From an optimization exercise on the open Yosys and OpenROAD flow, aimed at small area; shortcuts taken in it are not production practice. Only simulation tests tie the RTL to the original design; equivalence was not proved. No activity file was given, so power comes from the tool's default toggle rates. The flow treats the clock pin as an ideal source, which a real chip does not have.

==> module field_extract, before the edit <==
module field_extract (
	input  parser_pkg::phv_t      phv_i,
	output logic [6:0]            type_at_o,
	output parser_pkg::byte_off_t len_add_o
);
	logic [63:0][7:0] b0;
	logic [8:0] t;
	logic [8:0] l1;
	logic [7:0] len_b;
	logic [7:0] len;
	logic [7:0] scaled;
	logic [7:0] add;
	parser_pkg::len_ctl_t lc;
	assign lc = phv_i.len_ctl;
	for (genvar k = 0; k < 64; k++) begin : g_bytes
		assign b0[k] = phv_i.pars_data[511-8*k -: 8];
	end
	assign t  = {1'b0, phv_i.pars_off} + {2'b00, phv_i.type_ctl.off};
	assign l1 = {1'b0, phv_i.pars_off} + {2'b00, lc.off} + 9'd1;
	assign type_at_o = (phv_i.type_ctl.valid && t[8:6] == 3'd0) ? {1'b0, t[5:0]} : 7'd64;
	logic [63:0] lsel;
	for (genvar j = 0; j < 64; j++) begin : g_dec
		assign lsel[j] = (l1 == j);
	end
	always_comb begin
		len_b = '0;
		for (int j = 0; j < 64; j++) begin
			len_b = len_b | ({8{lsel[j]}} & b0[j]);
		end
	end
	assign len    = len_b & lc.mask;
	assign scaled = len << lc.val[1:0];
	assign add    = lc.calc ? scaled : lc.val;
	assign len_add_o = add;
endmodule
==> module rule_table, before the edit <==
module rule_table (
	input  logic                               clk,
	input  logic                               reset,
	input  logic                               rule_wr_i,
	input  logic                               rule_rd_i,
	input  logic [parser_pkg::RULE_ADDR_W-1:0] rule_addr_i,
	input  parser_pkg::rule_t                  rule_data_i,
	output parser_pkg::rule_t                  rule_rdata_o,
	output logic                               rule_rvalid_o,
	output logic [parser_pkg::NUM_RULE*65-1:0] rules_o
);
	logic                               wr_q;
	logic                               wr_valid_q;
	logic [parser_pkg::RULE_ADDR_W-1:0] addr_q;
	parser_pkg::rule_t                  wdata_q;
	logic [parser_pkg::NUM_RULE-1:0] valid_q;
	parser_pkg::field16_t            key_q [parser_pkg::NUM_RULE];
	parser_pkg::field16_t            mask_q [parser_pkg::NUM_RULE];
	parser_pkg::action_t             act_q [parser_pkg::NUM_RULE];
	always_ff @(posedge clk) begin
		wr_q    <= rule_wr_i;
		addr_q  <= rule_addr_i;
		wdata_q <= rule_data_i;
	end
	always_ff @(posedge clk or negedge reset) begin
		if (!reset) begin
			wr_valid_q <= 1'b0;
		end else begin
			wr_valid_q <= rule_wr_i;
		end
	end
	always_ff @(posedge clk or negedge reset) begin
		if (!reset) begin
			valid_q <= '0;
		end else if (wr_valid_q) begin
			valid_q[addr_q] <= wdata_q.valid;
		end
	end
	always_ff @(posedge clk) begin
		if (wr_q) begin
			key_q[addr_q]  <= wdata_q.key;
			mask_q[addr_q] <= wdata_q.mask;
			act_q[addr_q]  <= wdata_q.action;
		end
	end
	for (genvar i = 0; i < parser_pkg::NUM_RULE; i++) begin : g_rules
		assign rules_o[65*i +: 65] = {valid_q[i], key_q[i], mask_q[i], act_q[i]};
	end
	always_comb begin
		rule_rdata_o = '0;
		for (int i = 0; i < parser_pkg::NUM_RULE; i++) begin
			rule_rdata_o = rule_rdata_o |
				({65{addr_q == i}} & rules_o[65*i +: 65]);
		end
	end
	always_ff @(posedge clk or negedge reset) begin
		if (!reset) begin
			rule_rvalid_o <= 1'b0;
		end else begin
			rule_rvalid_o <= rule_rd_i;
		end
	end
endmodule
clock: 6.0 ns
lec_check: 0
cap_margin: 10
core_margin: 2
core_utilization: 60
place_density: 0.7
slew_margin: 10
standard.sh (not shown) runs the stock make flow with config.mk's settings and CLKGATE_MAP_FILE= SYNTH_SCRIPT=/design/flow/synth_recipe.tcl, a recipe that flattens the netlist after the stock synthesis.
==> flow/flow/run.sh <==
#!/bin/bash
# Standard layout with three changes:
#  - synthesis maps the logic with an area-oriented ABC script
#    (flow/abc_area.script, used in place of ORFS's abc_speed.script;
#    every other ORFS script is used as is, from a copy of the folder);
#  - the port buffers are the smallest buffer;
#  - clock tree synthesis clusters more sinks per leaf buffer and adds
#    no dummy loads.
set -euo pipefail
here=$(pwd)
rm -rf "$here/orfs_scripts"
cp -r "$FLOW_HOME/scripts" "$here/orfs_scripts"
cp "$here/flow/abc_area.script" "$here/orfs_scripts/abc_speed.script"
export SCRIPTS_DIR="$here/orfs_scripts"
export BUFFER_PORTS_ARGS="-buffer_cell sky130_fd_sc_hd__buf_1"
export CTS_ARGS="-sink_clustering_enable -repair_clock_nets -dont_use_dummy_load -sink_clustering_size 30 -sink_clustering_max_diameter 100"
bash standard.sh > standard.log 2>&1
==> flow/flow/abc_area.script <==
strash
&get -n
&fraig -x
&put
scorr
dc2
strash
&get -n
&dch -f
&nf -R 1000
&put
topo
stime -c
dnsize -c
Edit:
--- a/flow/design.v
+++ b/flow/design.v
@@ -68,14 +68,5 @@
 	assign l1 = {1'b0, phv_i.pars_off} + {2'b00, lc.off} + 9'd1;
 	assign type_at_o = (phv_i.type_ctl.valid && t[8:6] == 3'd0) ? {1'b0, t[5:0]} : 7'd64;
-	logic [63:0] lsel;
-	for (genvar j = 0; j < 64; j++) begin : g_dec
-		assign lsel[j] = (l1 == j);
-	end
-	always_comb begin
-		len_b = '0;
-		for (int j = 0; j < 64; j++) begin
-			len_b = len_b | ({8{lsel[j]}} & b0[j]);
-		end
-	end
+	assign len_b  = (l1[8:6] == 3'd0) ? b0[l1[5:0]] : 8'h00;
 	assign len    = len_b & lc.mask;
 	assign scaled = len << lc.val[1:0];
@@ -96,5 +87,4 @@
 );
 	logic                               wr_q;
-	logic                               wr_valid_q;
 	logic [parser_pkg::RULE_ADDR_W-1:0] addr_q;
 	parser_pkg::rule_t                  wdata_q;
@@ -110,13 +100,6 @@
 	always_ff @(posedge clk or negedge reset) begin
 		if (!reset) begin
-			wr_valid_q <= 1'b0;
-		end else begin
-			wr_valid_q <= rule_wr_i;
-		end
-	end
-	always_ff @(posedge clk or negedge reset) begin
-		if (!reset) begin
 			valid_q <= '0;
-		end else if (wr_valid_q) begin
+		end else if (wr_q) begin
 			valid_q[addr_q] <= wdata_q.valid;
 		end
What happened:
- final cell count falls by 1.5%
- non-clock buffer count falls by 104
- global-route usage falls by 10 points
- core utilization falls by 1.4 points
- total power falls by about 0.8%
- maximum frequency rises by about 16%
- clock-buffer cell count falls by 10
- clock skew falls by 0.027 ns
- sequential share of layout area falls by 0.11 points
- clock power falls by about 5%
- die area rises by 1.5%

---

parser_stage with an RTL version that a note above also has.
Size in the first run: roughly 5300 cells after synthesis, ~1300 I/O pins.
==> module field_extract, before the edit <==
module field_extract (
	input  parser_pkg::phv_t      phv_i,
	output logic [6:0]            type_at_o,
	output parser_pkg::byte_off_t len_add_o
);
	logic [63:0][7:0] b0;
	logic [8:0] t;
	logic [8:0] l1;
	logic [7:0] len_b;
	logic [7:0] len;
	logic [7:0] scaled;
	logic [7:0] add;
	parser_pkg::len_ctl_t lc;
	assign lc = phv_i.len_ctl;
	for (genvar k = 0; k < 64; k++) begin : g_bytes
		assign b0[k] = phv_i.pars_data[511-8*k -: 8];
	end
	assign t  = {1'b0, phv_i.pars_off} + {2'b00, phv_i.type_ctl.off};
	assign l1 = {1'b0, phv_i.pars_off} + {2'b00, lc.off} + 9'd1;
	assign type_at_o = (phv_i.type_ctl.valid && t[8:6] == 3'd0) ? {1'b0, t[5:0]} : 7'd64;
	assign len_b  = (l1[8:6] == 3'd0) ? b0[l1[5:0]] : 8'h00;
	assign len    = len_b & lc.mask;
	assign scaled = len << lc.val[1:0];
	assign add    = lc.calc ? scaled : lc.val;
	assign len_add_o = add;
endmodule
==> module type_lookup, before the edit <==
module type_lookup (
	input  parser_pkg::pars_data_t             data_i,
	input  logic [6:0]                         type_at_i,
	input  logic [parser_pkg::NUM_RULE*65-1:0] rules_i,
	output parser_pkg::field16_t               type_fld_o,
	input  parser_pkg::field16_t               type_fld_i,
	output logic [parser_pkg::RULE_ADDR_W-1:0] idx_o,
	output logic                               hit_o
);
	logic [64:0][7:0] b0;
	logic [parser_pkg::NUM_RULE-1:0] hitv;
	for (genvar k = 0; k < 64; k++) begin : g_bytes
		assign b0[k] = data_i[511-8*k -: 8];
	end
	assign b0[64] = 8'h00;
	logic [7:0] ta, tb;
	logic [8:0][7:0] ts;
	for (genvar j = 0; j < 8; j++) begin : g_dec
		assign ta[j] = (type_at_i[6:3] == j);
		assign tb[j] = (type_at_i[2:0] == j);
	end
	always_comb begin
		ts = '0;
		for (int a = 0; a < 8; a++) begin
			for (int k = 0; k < 9; k++) begin
				ts[k] = ts[k] | ({8{ta[a]}} & b0[(8*a+k > 64) ? 64 : 8*a+k]);
			end
		end
		type_fld_o = '0;
		for (int k = 0; k < 8; k++) begin
			type_fld_o = type_fld_o | ({16{tb[k]}} & {ts[k], ts[k+1]});
		end
	end
	for (genvar i = 0; i < parser_pkg::NUM_RULE; i++) begin : g_rule
		assign hitv[i] = rules_i[65*i+64] &&
			((type_fld_i & rules_i[65*i+32 +: 16]) == rules_i[65*i+48 +: 16]);
	end
	always_comb begin
		idx_o = '0;
		for (int i = 0; i < parser_pkg::NUM_RULE; i++) begin
			if (hitv[i]) begin
				idx_o = i[parser_pkg::RULE_ADDR_W-1:0];
			end
		end
	end
	assign hit_o = |hitv;
endmodule
==> flow/config.mk <==
export PLATFORM = sky130hd
export DESIGN_NAME = parser_stage
export DESIGN_NICKNAME = parser_stage
export VERILOG_FILES = /design/flow/design.v
export SDC_FILE = /design/flow/constraint.sdc
export NUM_CORES = 4
export LEC_CHECK = 0
export CAP_MARGIN = 10
export CORE_MARGIN = 2
export CORE_UTILIZATION = 60
export PLACE_DENSITY = 0.7
export SLEW_MARGIN = 10
==> flow/constraint.sdc <==
create_clock -name core_clock -period 6.0 [get_ports {clk}]
set_input_delay 1.2000 -clock core_clock [delete_from_list [all_inputs] [get_ports {clk}]]
set_output_delay 1.2000 -clock core_clock [all_outputs]
set_load 0.01 [all_outputs]
==> flow/flow/run.sh <==
#!/bin/bash
# Standard layout with two changes: the port buffers are the smallest
# buffer, and clock tree synthesis clusters more sinks per leaf buffer
# and adds no dummy loads.
set -euo pipefail
export BUFFER_PORTS_ARGS="-buffer_cell sky130_fd_sc_hd__buf_1"
export CTS_ARGS="-sink_clustering_enable -repair_clock_nets -dont_use_dummy_load -sink_clustering_size 30 -sink_clustering_max_diameter 100"
bash standard.sh > standard.log 2>&1
Change:
--- a/flow/design.v
+++ b/flow/design.v
@@ -66,9 +66,18 @@
 	end
 	assign t  = {1'b0, phv_i.pars_off} + {2'b00, phv_i.type_ctl.off};
 	assign l1 = {1'b0, phv_i.pars_off} + {2'b00, lc.off} + 9'd1;
 	assign type_at_o = (phv_i.type_ctl.valid && t[8:6] == 3'd0) ? {1'b0, t[5:0]} : 7'd64;
-	assign len_b  = (l1[8:6] == 3'd0) ? b0[l1[5:0]] : 8'h00;
+	logic [63:0] lsel;
+	for (genvar j = 0; j < 64; j++) begin : g_dec
+		assign lsel[j] = (l1 == j);
+	end
+	always_comb begin
+		len_b = '0;
+		for (int j = 0; j < 64; j++) begin
+			len_b = len_b | ({8{lsel[j]}} & b0[j]);
+		end
+	end
 	assign len    = len_b & lc.mask;
 	assign scaled = len << lc.val[1:0];
 	assign add    = lc.calc ? scaled : lc.val;
 	assign len_add_o = add;
@@ -139,8 +148,14 @@
 	output logic [parser_pkg::RULE_ADDR_W-1:0] idx_o,
 	output logic                               hit_o
 );
 	logic [64:0][7:0] b0;
+	logic [32:0][7:0] b1;
+	logic [16:0][7:0] b2;
+	logic  [8:0][7:0] b3;
+	logic  [4:0][7:0] b4;
+	logic  [2:0][7:0] b5;
+	logic  [1:0][7:0] b6;
 	logic [parser_pkg::NUM_RULE-1:0] hitv;
 	for (genvar k = 0; k < 64; k++) begin : g_bytes
 		assign b0[k] = data_i[511-8*k -: 8];
 	end
After rerunning: Cell area increases by 0.75%. Wire length climbs by about 14%. Clock skew goes up by 0.074 ns. Fmax drops by about 4%. Setup slack loses 0.22 ns.

-- afterwards: timing with drivers on the ports --
The flow's constraints put no driver on any port. The routed layouts listed below were extracted and timed again, unchanged, in two steps.
Step 1 sets driving cells, clkbuf_16 on the clock port and buf_2 on the other inputs (assumed; they add their load-dependent delay and slew).
Step 2 also shifts input and output timing later by t, the mid clock arrival at the registers, as if the neighbouring blocks saw the same clock.
Slacks: no drivers / after step 1 / after step 2; pairs: no drivers / after step 1.
run	t, ns	setup slack, ns	cell pins on the clock port's net
the first run of note 1	0.872	0.378 / 0.443 / -0.429	1
the second run of note 1	0.845	1.173 / 1.084 / 0.979	1
the first run of note 2	0.841	0.777 / 0.691 / 0.815	1
the second run of note 2	0.872	0.557 / 0.579 / -0.269	1
Met with ideal ports but missed after step 2: setup timing in the first run of note 1 and the second run of note 2. For the second run of note 2, which loses most, drivers alone change the setup slack by +0.022 ns; drivers and shift together by -0.826 ns.
